What follows belongs to an exercise in optimizing a design on an open flow for small area, a short achievable clock period and few clock cycles per item; a production flow would make more cautious choices.
The RTL was checked by simulation tests, not by an equivalence proof against the original design.

==> flow/design.v <==
`timescale 1ns / 1ps
package dxpid_pkg;
  localparam logic signed [33:0] CORDIC_GAIN = 34'sd652032874;
  localparam logic signed [17:0] PI_Q13      = 18'sd25736;
  localparam logic signed [17:0] HALF_PI_Q13 = 18'sd12868;
  localparam logic signed [17:0] TWO_PI_Q13  = 18'sd51472;
  localparam logic signed [48:0] SUM_MAX = 49'sd140737488355327;
  localparam logic signed [48:0] SUM_MIN = -49'sd140737488355328;
  localparam logic signed [49:0] TERM_SAT = 50'sd70368744177664;
  localparam logic [74:0] PROD_LIM = 75'd4611686018427387904;
  localparam int CORDIC_ITERS = 16;
  localparam int SQRT_ITERS   = 32;
  localparam int DIV_ITERS    = 56;
  function automatic logic signed [19:0] atan_q16(input logic [3:0] i);
    logic signed [19:0] v;
    case (i)
      4'd0:    v = 20'sd51472;
      4'd1:    v = 20'sd30386;
      4'd2:    v = 20'sd16055;
      4'd3:    v = 20'sd8150;
      4'd4:    v = 20'sd4091;
      4'd5:    v = 20'sd2047;
      4'd6:    v = 20'sd1024;
      4'd7:    v = 20'sd512;
      4'd8:    v = 20'sd256;
      4'd9:    v = 20'sd128;
      4'd10:   v = 20'sd64;
      4'd11:   v = 20'sd32;
      4'd12:   v = 20'sd16;
      4'd13:   v = 20'sd8;
      4'd14:   v = 20'sd4;
      default: v = 20'sd2;
    endcase
    atan_q16 = v;
  endfunction
  function automatic logic signed [31:0] sat32(input logic signed [66:0] v);
    logic signed [31:0] r;
    if (v > 67'sd2147483647) begin
      r = 32'sh7fffffff;
    end else if (v < -67'sd2147483648) begin
      r = 32'sh80000000;
    end else begin
      r = v[31:0];
    end
    sat32 = r;
  endfunction
endpackage
`timescale 1ns / 1ps
module drone_xyz_pid_velocity_controller (
  input  logic               clk,
  input  logic               rst_n,
  input  logic               in_valid,
  output logic               in_ready,
  input  logic signed [31:0] in_goal_x,
  input  logic signed [31:0] in_goal_y,
  input  logic signed [31:0] in_goal_z,
  input  logic signed [31:0] in_pos_x,
  input  logic signed [31:0] in_pos_y,
  input  logic signed [31:0] in_pos_z,
  input  logic signed [15:0] in_heading,
  input  logic        [15:0] in_elapsed,
  output logic               out_valid,
  input  logic               out_ready,
  output logic signed [31:0] out_vel_x_cmd,
  output logic signed [31:0] out_vel_y_cmd,
  output logic signed [31:0] out_vel_z_cmd,
  input  logic               cfg_we,
  input  logic        [2:0]  cfg_index,
  input  logic        [23:0] cfg_data
);
  typedef enum logic [4:0] {
    ST_IDLE, ST_CORD, ST_ROT0, ST_ROT1, ST_ROT2, ST_ROT3, ST_ROT4, ST_ROT5,
    ST_ROT6, ST_SQ0, ST_SQ1, ST_SQ2, ST_SQ3, ST_SQRT, ST_SH0, ST_SH1, ST_SH2,
    ST_SH3, ST_SH4, ST_PID0, ST_PID1, ST_TRM0, ST_TRM1, ST_TRM2, ST_TRM3,
    ST_TRM4, ST_PIDEND, ST_DIV
  } state_t;
  typedef enum logic [1:0] {AXIS_Z, AXIS_X, AXIS_Y} axis_t;
  localparam logic [2:0] REG_KP_PL = 3'd0;
  localparam logic [2:0] REG_KI_PL = 3'd1;
  localparam logic [2:0] REG_KD_PL = 3'd2;
  localparam logic [2:0] REG_KP_VT = 3'd3;
  localparam logic [2:0] REG_KI_VT = 3'd4;
  localparam logic [2:0] REG_KD_VT = 3'd5;
  localparam logic [2:0] REG_LIM_PL = 3'd6;
  localparam logic [2:0] REG_LIM_VT = 3'd7;
  logic [23:0] kp_pl_r, ki_pl_r, kd_pl_r, kp_vt_r, ki_vt_r, kd_vt_r;
  logic [23:0] lim_pl_r, lim_vt_r;
  state_t            state_r, ret_r;
  axis_t             axis_r;
  logic [1:0]        tk_r;
  logic [5:0]        cnt_r;
  logic              out_valid_r;
  logic              first_r;
  logic signed [31:0] prev_x_r, prev_y_r, prev_z_r;
  logic signed [47:0] sum_x_r, sum_y_r, sum_z_r;
  logic signed [31:0] cmd_x_r, cmd_y_r, cmd_z_r;
  logic signed [31:0] out_x_r, out_y_r, out_z_r;
  logic [15:0]        dt_r;
  logic signed [31:0] dx_r, dy_r, ez_r, ex_r, ey_r;
  logic signed [33:0] cx_r, cy_r;
  logic signed [19:0] cz_r;
  logic               neg_r;
  logic signed [32:0] c_r, s_r;
  logic signed [32:0] ma_r, mb_r;
  logic signed [65:0] prod_r;
  logic signed [66:0] acc_r;
  logic [31:0]        ax_r, ay_r;
  logic [63:0]        rad_r, res_r, bit_r;
  logic [23:0]        shx_r, shy_r;
  logic [31:0]        rem_r, dvs_r;
  logic [55:0]        quo_r;
  logic               dneg_r;
  logic signed [49:0] deriv_r;
  logic               aneg_r;
  logic [24:0]        maghi_r;
  logic [48:0]        pl_r;
  logic [74:0]        pp_r;
  logic signed [49:0] u_r;
  logic               acc_in;
  logic signed [32:0] ddx, ddy, ddz;
  logic signed [17:0] a0, a1, a2, a3;
  logic               fold;
  logic signed [33:0] xs, ys;
  logic signed [31:0] err_sel, prev_sel;
  logic signed [47:0] sum_sel;
  logic [23:0]        kp_sel, ki_sel, kd_sel, lim_sel, k_sel;
  logic signed [32:0] diff;
  logic [32:0]        dmag;
  logic signed [48:0] sum_ext, sum_cl;
  logic signed [49:0] op_a;
  logic [49:0]        op_mag;
  logic signed [63:0] pos_v;
  logic signed [63:0] tv;
  logic signed [49:0] term_v;
  logic signed [49:0] lim_ext;
  logic signed [31:0] u_cl;
  logic [32:0]        dtry;
  logic [33:0]        dsub;
  logic               dge;
  logic [63:0]        tsum;
  logic               sge;
  assign in_ready      = (state_r == ST_IDLE) && !out_valid_r;
  assign acc_in        = in_valid && in_ready;
  assign out_valid     = out_valid_r;
  assign out_vel_x_cmd = out_x_r;
  assign out_vel_y_cmd = out_y_r;
  assign out_vel_z_cmd = out_z_r;
  always_ff @(posedge clk) begin
    if (!rst_n) begin
      kp_pl_r  <= 24'd65536;
      ki_pl_r  <= 24'd0;
      kd_pl_r  <= 24'd0;
      kp_vt_r  <= 24'd65536;
      ki_vt_r  <= 24'd0;
      kd_vt_r  <= 24'd0;
      lim_pl_r <= 24'd131072;
      lim_vt_r <= 24'd32768;
    end else if (cfg_we) begin
      unique case (cfg_index)
        REG_KP_PL:  kp_pl_r  <= cfg_data;
        REG_KI_PL:  ki_pl_r  <= cfg_data;
        REG_KD_PL:  kd_pl_r  <= cfg_data;
        REG_KP_VT:  kp_vt_r  <= cfg_data;
        REG_KI_VT:  ki_vt_r  <= cfg_data;
        REG_KD_VT:  kd_vt_r  <= cfg_data;
        REG_LIM_PL: lim_pl_r <= cfg_data;
        REG_LIM_VT: lim_vt_r <= cfg_data;
        default: ;
      endcase
    end
  end
  always_ff @(posedge clk) begin
    prod_r <= ma_r * mb_r;
  end
  always_comb begin
    ddx = {in_goal_x[31], in_goal_x} - {in_pos_x[31], in_pos_x};
    ddy = {in_goal_y[31], in_goal_y} - {in_pos_y[31], in_pos_y};
    ddz = {in_goal_z[31], in_goal_z} - {in_pos_z[31], in_pos_z};
    a0 = 18'(in_heading);
    a1 = (a0 > dxpid_pkg::PI_Q13) ? a0 - dxpid_pkg::TWO_PI_Q13 : a0;
    a2 = (a1 < -dxpid_pkg::PI_Q13) ? a1 + dxpid_pkg::TWO_PI_Q13 : a1;
    fold = 1'b0;
    a3 = a2;
    if (a2 > dxpid_pkg::HALF_PI_Q13) begin
      a3 = a2 - dxpid_pkg::PI_Q13;
      fold = 1'b1;
    end else if (a2 < -dxpid_pkg::HALF_PI_Q13) begin
      a3 = a2 + dxpid_pkg::PI_Q13;
      fold = 1'b1;
    end
  end
  always_comb begin
    xs = cx_r >>> cnt_r[3:0];
    ys = cy_r >>> cnt_r[3:0];
  end
  always_comb begin
    case (axis_r)
      AXIS_Z: begin
        err_sel  = ez_r;
        prev_sel = first_r ? ez_r : prev_z_r;
        sum_sel  = sum_z_r;
        kp_sel   = kp_vt_r;
        ki_sel   = ki_vt_r;
        kd_sel   = kd_vt_r;
        lim_sel  = lim_vt_r;
      end
      AXIS_X: begin
        err_sel  = ex_r;
        prev_sel = prev_x_r;
        sum_sel  = sum_x_r;
        kp_sel   = kp_pl_r;
        ki_sel   = ki_pl_r;
        kd_sel   = kd_pl_r;
        lim_sel  = shx_r;
      end
      default: begin
        err_sel  = ey_r;
        prev_sel = prev_y_r;
        sum_sel  = sum_y_r;
        kp_sel   = kp_pl_r;
        ki_sel   = ki_pl_r;
        kd_sel   = kd_pl_r;
        lim_sel  = shy_r;
      end
    endcase
    diff = {err_sel[31], err_sel} - {prev_sel[31], prev_sel};
    dmag = diff[32] ? 33'(-diff) : 33'(diff);
    sum_ext = 49'(sum_sel) + 49'(err_sel);
    if (sum_ext > dxpid_pkg::SUM_MAX) begin
      sum_cl = dxpid_pkg::SUM_MAX;
    end else if (sum_ext < dxpid_pkg::SUM_MIN) begin
      sum_cl = dxpid_pkg::SUM_MIN;
    end else begin
      sum_cl = sum_ext;
    end
    case (tk_r)
      2'd0: begin
        op_a  = 50'(err_sel);
        k_sel = kp_sel;
      end
      2'd1: begin
        op_a  = 50'(sum_sel);
        k_sel = ki_sel;
      end
      default: begin
        op_a  = deriv_r;
        k_sel = kd_sel;
      end
    endcase
    op_mag = op_a[49] ? 50'(-op_a) : 50'(op_a);
    pos_v = {1'b0, pp_r[62:0]};
    tv = aneg_r ? ((-pos_v) >>> 16) : (pos_v >>> 16);
    if (pp_r > dxpid_pkg::PROD_LIM) begin
      term_v = aneg_r ? -dxpid_pkg::TERM_SAT : dxpid_pkg::TERM_SAT;
    end else begin
      term_v = tv[49:0];
    end
    lim_ext = {26'd0, lim_sel};
    if (u_r > lim_ext) begin
      u_cl = lim_ext[31:0];
    end else if (u_r < -lim_ext) begin
      u_cl = 32'(-lim_ext);
    end else begin
      u_cl = u_r[31:0];
    end
  end
  always_comb begin
    dtry = {rem_r, quo_r[55]};
    dsub = {1'b0, dtry} - {2'b00, dvs_r};
    dge  = !dsub[33];
    tsum = res_r + bit_r;
    sge  = rad_r >= tsum;
  end
  always_ff @(posedge clk) begin
    if (!rst_n) begin
      state_r     <= ST_IDLE;
      ret_r       <= ST_IDLE;
      axis_r      <= AXIS_Z;
      tk_r        <= 2'd0;
      cnt_r       <= 6'd0;
      out_valid_r <= 1'b0;
      first_r     <= 1'b1;
      prev_x_r    <= '0;
      prev_y_r    <= '0;
      prev_z_r    <= '0;
      sum_x_r     <= '0;
      sum_y_r     <= '0;
      sum_z_r     <= '0;
      cmd_x_r     <= '0;
      cmd_y_r     <= '0;
      cmd_z_r     <= '0;
    end else begin
      if (out_valid_r && out_ready) begin
        out_valid_r <= 1'b0;
      end
      unique case (state_r)
        ST_IDLE: begin
          if (acc_in) begin
            if (in_elapsed == 16'd0) begin
              out_x_r     <= cmd_x_r;
              out_y_r     <= cmd_y_r;
              out_z_r     <= cmd_z_r;
              out_valid_r <= 1'b1;
            end else begin
              dt_r    <= in_elapsed;
              dx_r    <= dxpid_pkg::sat32(67'(ddx));
              dy_r    <= dxpid_pkg::sat32(67'(ddy));
              ez_r    <= dxpid_pkg::sat32(67'(ddz));
              cx_r    <= dxpid_pkg::CORDIC_GAIN;
              cy_r    <= '0;
              cz_r    <= {a3[16:0], 3'b000};
              neg_r   <= fold;
              cnt_r   <= 6'd0;
              state_r <= ST_CORD;
            end
          end
        end
        ST_CORD: begin
          if (!cz_r[19]) begin
            cx_r <= cx_r - ys;
            cy_r <= cy_r + xs;
            cz_r <= cz_r - dxpid_pkg::atan_q16(cnt_r[3:0]);
          end else begin
            cx_r <= cx_r + ys;
            cy_r <= cy_r - xs;
            cz_r <= cz_r + dxpid_pkg::atan_q16(cnt_r[3:0]);
          end
          cnt_r <= cnt_r + 6'd1;
          if (cnt_r == 6'(dxpid_pkg::CORDIC_ITERS - 1)) begin
            state_r <= ST_ROT0;
          end
        end
        ST_ROT0: begin
          c_r     <= neg_r ? 33'(-cx_r) : 33'(cx_r);
          s_r     <= neg_r ? 33'(-cy_r) : 33'(cy_r);
          ma_r    <= neg_r ? 33'(-cx_r) : 33'(cx_r);
          mb_r    <= 33'(dx_r);
          state_r <= ST_ROT1;
        end
        ST_ROT1: begin
          ma_r    <= s_r;
          mb_r    <= 33'(dy_r);
          state_r <= ST_ROT2;
        end
        ST_ROT2: begin
          acc_r   <= 67'(prod_r);
          ma_r    <= c_r;
          mb_r    <= 33'(dy_r);
          state_r <= ST_ROT3;
        end
        ST_ROT3: begin
          acc_r   <= acc_r + 67'(prod_r);
          ma_r    <= s_r;
          mb_r    <= 33'(dx_r);
          state_r <= ST_ROT4;
        end
        ST_ROT4: begin
          ex_r    <= dxpid_pkg::sat32(acc_r >>> 30);
          acc_r   <= 67'(prod_r);
          state_r <= ST_ROT5;
        end
        ST_ROT5: begin
          acc_r   <= acc_r - 67'(prod_r);
          state_r <= ST_ROT6;
        end
        ST_ROT6: begin
          ey_r <= dxpid_pkg::sat32(acc_r >>> 30);
          ax_r <= ex_r[31] ? 32'(-ex_r) : 32'(ex_r);
          if (dxpid_pkg::sat32(acc_r >>> 30) == 32'sd0) begin
            shx_r   <= lim_pl_r;
            shy_r   <= 24'd0;
            axis_r  <= AXIS_Z;
            state_r <= ST_PID0;
          end else begin
            state_r <= ST_SQ0;
          end
        end
        ST_SQ0: begin
          ay_r    <= ey_r[31] ? 32'(-ey_r) : 32'(ey_r);
          ma_r    <= {1'b0, ax_r};
          mb_r    <= {1'b0, ax_r};
          state_r <= ST_SQ1;
        end
        ST_SQ1: begin
          ma_r    <= {1'b0, ay_r};
          mb_r    <= {1'b0, ay_r};
          state_r <= ST_SQ2;
        end
        ST_SQ2: begin
          acc_r   <= 67'(prod_r);
          state_r <= ST_SQ3;
        end
        ST_SQ3: begin
          rad_r   <= acc_r[63:0] + prod_r[63:0];
          res_r   <= '0;
          bit_r   <= 64'h4000_0000_0000_0000;
          cnt_r   <= 6'd0;
          state_r <= ST_SQRT;
        end
        ST_SQRT: begin
          if (sge) begin
            rad_r <= rad_r - tsum;
            res_r <= (res_r >> 1) + bit_r;
          end else begin
            res_r <= res_r >> 1;
          end
          bit_r <= bit_r >> 2;
          cnt_r <= cnt_r + 6'd1;
          if (cnt_r == 6'(dxpid_pkg::SQRT_ITERS - 1)) begin
            state_r <= ST_SH0;
          end
        end
        ST_SH0: begin
          ma_r    <= {9'd0, lim_pl_r};
          mb_r    <= {1'b0, ax_r};
          state_r <= ST_SH1;
        end
        ST_SH1: begin
          mb_r    <= {1'b0, ay_r};
          state_r <= ST_SH2;
        end
        ST_SH2: begin
          quo_r   <= prod_r[55:0];
          rem_r   <= '0;
          dvs_r   <= res_r[31:0];
          cnt_r   <= 6'd0;
          ret_r   <= ST_SH3;
          state_r <= ST_DIV;
        end
        ST_SH3: begin
          shx_r   <= quo_r[23:0];
          quo_r   <= prod_r[55:0];
          rem_r   <= '0;
          cnt_r   <= 6'd0;
          ret_r   <= ST_SH4;
          state_r <= ST_DIV;
        end
        ST_SH4: begin
          shy_r   <= quo_r[23:0];
          axis_r  <= AXIS_Z;
          state_r <= ST_PID0;
        end
        ST_PID0: begin
          dneg_r <= diff[32];
          quo_r  <= {7'd0, dmag, 16'd0};
          rem_r  <= '0;
          dvs_r  <= {16'd0, dt_r};
          cnt_r  <= 6'd0;
          case (axis_r)
            AXIS_Z: begin
              sum_z_r  <= sum_cl[47:0];
              prev_z_r <= err_sel;
              first_r  <= 1'b0;
            end
            AXIS_X: begin
              sum_x_r  <= sum_cl[47:0];
              prev_x_r <= err_sel;
            end
            default: begin
              sum_y_r  <= sum_cl[47:0];
              prev_y_r <= err_sel;
            end
          endcase
          ret_r   <= ST_PID1;
          state_r <= ST_DIV;
        end
        ST_PID1: begin
          deriv_r <= dneg_r ? -$signed({1'b0, quo_r[48:0]}) : $signed({1'b0, quo_r[48:0]});
          tk_r    <= 2'd0;
          u_r     <= '0;
          state_r <= ST_TRM0;
        end
        ST_TRM0: begin
          aneg_r  <= op_a[49];
          maghi_r <= op_mag[49:25];
          ma_r    <= {8'd0, op_mag[24:0]};
          mb_r    <= {9'd0, k_sel};
          state_r <= ST_TRM1;
        end
        ST_TRM1: begin
          ma_r    <= {8'd0, maghi_r};
          state_r <= ST_TRM2;
        end
        ST_TRM2: begin
          pl_r    <= prod_r[48:0];
          state_r <= ST_TRM3;
        end
        ST_TRM3: begin
          pp_r    <= {prod_r[49:0], 25'd0} + 75'(pl_r);
          state_r <= ST_TRM4;
        end
        ST_TRM4: begin
          u_r  <= u_r + term_v;
          tk_r <= tk_r + 2'd1;
          if (tk_r == 2'd2) begin
            state_r <= ST_PIDEND;
          end else begin
            state_r <= ST_TRM0;
          end
        end
        ST_PIDEND: begin
          case (axis_r)
            AXIS_Z: begin
              cmd_z_r <= u_cl;
              axis_r  <= AXIS_X;
              state_r <= ST_PID0;
            end
            AXIS_X: begin
              cmd_x_r <= u_cl;
              axis_r  <= AXIS_Y;
              state_r <= ST_PID0;
            end
            default: begin
              cmd_y_r     <= u_cl;
              out_x_r     <= cmd_x_r;
              out_y_r     <= u_cl;
              out_z_r     <= cmd_z_r;
              out_valid_r <= 1'b1;
              axis_r      <= AXIS_Z;
              state_r     <= ST_IDLE;
            end
          endcase
        end
        ST_DIV: begin
          rem_r <= dge ? dsub[31:0] : dtry[31:0];
          quo_r <= {quo_r[54:0], dge};
          cnt_r <= cnt_r + 6'd1;
          if (cnt_r == 6'(dxpid_pkg::DIV_ITERS - 1)) begin
            state_r <= ret_r;
          end
        end
        default: state_r <= ST_IDLE;
      endcase
    end
  end
endmodule
==> flow/run.sh <==
#!/bin/bash
# synth_recipe.tcl (not shown) runs the flow's synth.tcl, then flattens the netlist and writes it again
# the make line also repeats each setting of config.mk as NAME=value (left out here)
make -C /OpenROAD-flow-scripts/flow DESIGN_CONFIG=/design/flow/config.mk WORK_HOME=/design/flow/orfs CLKGATE_MAP_FILE= SYNTH_SCRIPT=/design/flow/synth_recipe.tcl finish
==> flow/config.mk <==
export PLATFORM = sky130hd
export DESIGN_NAME = drone_xyz_pid_velocity_controller
export DESIGN_NICKNAME = drone_xyz_pid_velocity_controller
export VERILOG_FILES = /design/flow/design.v
export SDC_FILE = /design/flow/constraint.sdc
export NUM_CORES = 4
export LEC_CHECK = 0
export CAP_MARGIN = 20
export CORE_MARGIN = 2
export CORE_UTILIZATION = 40
export SLEW_MARGIN = 20
==> flow/constraint.sdc <==
create_clock -name core_clock -period 11.0 [get_ports {clk}]
set_input_delay 2.2000 -clock core_clock [delete_from_list [all_inputs] [get_ports {clk}]]
set_output_delay 2.2000 -clock core_clock [all_outputs]
set_load 0.01 [all_outputs]
==> summary.md <==
| Metric | Value |
|---|---|
| Initial antenna violation count | `37` |
| Vias in the first global route | `124000` |
| Register area share after synthesis | `30.7%` |
| Max layer used | `met5` |
| CTS buffer count | `214` |
| Height of the die | `634 um` |
| Setup TNS | `0 ns` |
| Drt wl/cell | `24.2 um` |
| Detail-routed via count per cell | `5.67` |
| Port Buffers | `353` |
| Total GRT Usage | `27.1%` |
| Layout Nets | `19800` |
| Met2 Routed Length | `239000 um` |
| CTS Hold Bufs | `0` |
| Core area | `395000 sq um` |
| Crit path top cell by count | `fa_1` |
| Total grt overflow | `0` |
| Most frequent cells in the layout | `nand2_1 (2205), inv_1 (1561), a21oi_1 (1352), edfxtp_1 (1203), fa_1 (1159)` |
| Critical Path AT | `10.91 ns` |
| Final Cycle Share | `91.7%` |
| Rel. slew slack | `9.58%` |
| Share of layout cells above drive strength 1 | `5.66%` |
| #FFs+latches synth | `1834` |
| Final Hold Vio Count | `0` |
| CP max stage cell | `edfxtp_1` |
| First-pass GRT wire length | `819000 um` |
| Clock latency (worst-skew pair) | `0.99 ns` |
| Clk slew on worst S/H paths | `0.06 ns` |
| Top Ports | `354` |
| Die Footprint | `402000 sq um` |
| Area Overhead vs Synth | `10.7%` |
| Worst setup EP type | `register` |
| Htree depth | `4` |
| WP data required | `11.82 ns` |
| Max Fclk | `99.1 MHz` |
| Status | `finished clean` |
| Placer's final routability congestion estimate | `0.996` |
| Post-layout minimum cycle time | `10.09 ns` |
| Routed wire length | `554000 um` |
| Most common cell after layout, fill and taps aside | `nand2_1` |
| CTS tree | `built` |
| CP max stage delay | `1.07 ns` |
| Yosys warning total | `1` |
| Clock Sinks | `1834` |
| Final Max Slew Viols | `0` |
| Hold WC Path Type | `register to register` |
| Row count | `231` |
| Wl on met1 | `231000 um` |
| Initial drt markers | `13100` |
| RSZ-0062 raised after global routing | `no` |
| Via count | `130000` |
| Max-cap viol count | `0` |
| WL met3 | `49900 um` |
| Final setup fails | `0` |
| Post-CTS sizing | `0` |
| Clock skew | `0.117 ns` |
| EDFF count, synth | `1203` |
| Die Wd | `634 um` |
| Kind of critical path | `register to register` |
| Clock root buffer | `clkbuf_16` |
| DP Wirelength | `425000 um` |
| Largest net degree at the start of global routing | `166` |
| TritonRoute pass-1 iters | `10` |
| Worst-Margin Slew | `1.36 ns` |
| Post-synthesis net count | `19800` |
| Primary FF master, synth | `edfxtp_1` |
| Initial core utilization | `40.1%` |
| Remaining routing DRC violations | `0` |
| Syn Inst Count | `17500` |
| CP max FO | `26` |
| Count of cell types in the netlist | `103` |
| CP Launch Type | `register` |
| Mapped Area | `159000 sq um` |
| ANT nets after route | `0` |
| Post-CTS Setup Inserts | `0` |
| Maximum clock path buffer count | `4` |
| Syn avg cell area | `9.08 sq um` |
| Async S/R FF share, synth | `0%` |
==> logic make-up (layout without fill, tap and decap cells) <==
group / Yosys count / in the layout / synth area share [%]
AOI/OAI and AO/OA: 4150 / 4150 / 16.3
adders and majority gates: 2113 / 2113 / 22.1
DFF: 1834 / 1834 / 30.7
muxes: 345 / 345 / 2.72
other: 0 / 12 / 0
and+or+nand+nor: 5426 / 5426 / 16.0
buffers and inverters: 2467 / 2651 / 5.89
xor gates and xnor gates: 1138 / 1138 / 6.28
==> cells in the mapped netlist (243+ instances only) <==
cell type  instances  area share (%)
a21oi_1         1364             4.3
ha_1             943             7.4
xor2_1           490             2.7
nand2_1         2211             5.2
clkbuf_1         778             1.8
xnor2_1          648             3.6
fa_1            1159              15
inv_1           1561             3.7
o21ai_0          899             2.8
and2_1           704             2.8
dfxtp_1          631             8.0
nand3_1          243            0.77
edfxtp_1        1203              23
nor2_1          1173             2.8
a21o_1           384             1.8
==> flip-flops by register name, summed over array words and instances (netlist names), 33 cells and up, named ones only <==
register and count:
quo_r 56, pl_r 49, cx_r 34, pp_r 75, res_r 64, s_r 33, sum_y_r 48, ma_r 33
u_r 50, prod_r 66, c_r 33, acc_r 67, mb_r 33, deriv_r 50, rad_r 64, cy_r 34
sum_z_r 48, sum_x_r 48
==> final timing paths <==
path,startpoint,end,slack (ns),cells after the start
min reg2reg,pl_r[23],pp_r[23],0.40,0
max reg2reg,mb_r[5],prod_r[61],0.91,27
max,mb_r[5],prod_r[61],0.91,27
min,pl_r[23],pp_r[23],0.40,0
==> per-stage QoR <==
| stage | utilization [%] | setup slack, ns | cells | hold WS, ns | cell area [sq um] |
|---|---|---|---|---|---|
| finish | 44.4 | 0.912 | 22900 | 0.396 | 176000 |
| global route | 44.4 | 0.382 | 22900 | 0.397 | 176000 |
| CTS | 44.4 | 0.882 | 22900 | 0.387 | 175000 |
| detailed placement | 42.6 | 1.01 | 22500 | 0.405 | 168000 |
| global placement | 42.6 | 1.06 | 22500 | 0.401 | 168000 |
| floorplan | - | 0.447 | 17500 | 0.400 | 159000 |
==> cell type report <==
type                            instances  area (sq um)
Antenna cell                           12          30.0
Clock buffer                          280          5860
Clock inverter                        117          1320
Fill cell                           38200        220000
Inverter                             1572          5910
Multi-Input combinational cell      13200        101000
Sequential cell                      1834         48800
Tap cell                             5242          6560
Timing Repair Buffer                  682          6080
==> critical path, delay by kind of cell (launching register included) <==
kind | cells | cell delay, ns
AOI/OAI and AO/OA | 9 | 3.21
xor gates and xnor gates | 1 | 0.16
adders and majority gates | 9 | 4.55
buffers and inverters | 5 | 0.27
DFF | 1 | 1.07
and+or+nand+nor | 3 | 0.69
==> per-layer routing <==
layer / vias to the layer above / GRT usage, %
met3: 906 / 5.96
met2: 5002 / 40.9
li1: 60300 / -
met5: - / 0.181
met1: 63800 / 36.3
met4: 18 / 14.0
Testbench counts, summed over its fixed seeds: cycles 911,573, items 2,400.

==> afterwards: timing with drivers on the ports <==
No port has a modelled driver above. Below, the same layout with a new extraction and two added sets of constraints. Step 1 sets driving cells, clkbuf_16 on the clock port and buf_2 on the other inputs (assumed; they add their load-dependent delay and slew). Step 2 moves the port delays by t, midway between the first and last clock arrival at a register: inputs arrive t later, outputs are due t later. That takes back most of the time a late clock gives input paths. Three values: ideal, step 1, step 2; two values: the first two.
shift t [ns]: 1.042
slack for setup (ns): 0.912 / 0.912 / 0.912
worst slew at a driven data input, ns: 0.14
After both steps setup and hold are still met in this run. The setup slack of this run moves by 0.000 ns with the drivers and by 0.000 ns with both steps.
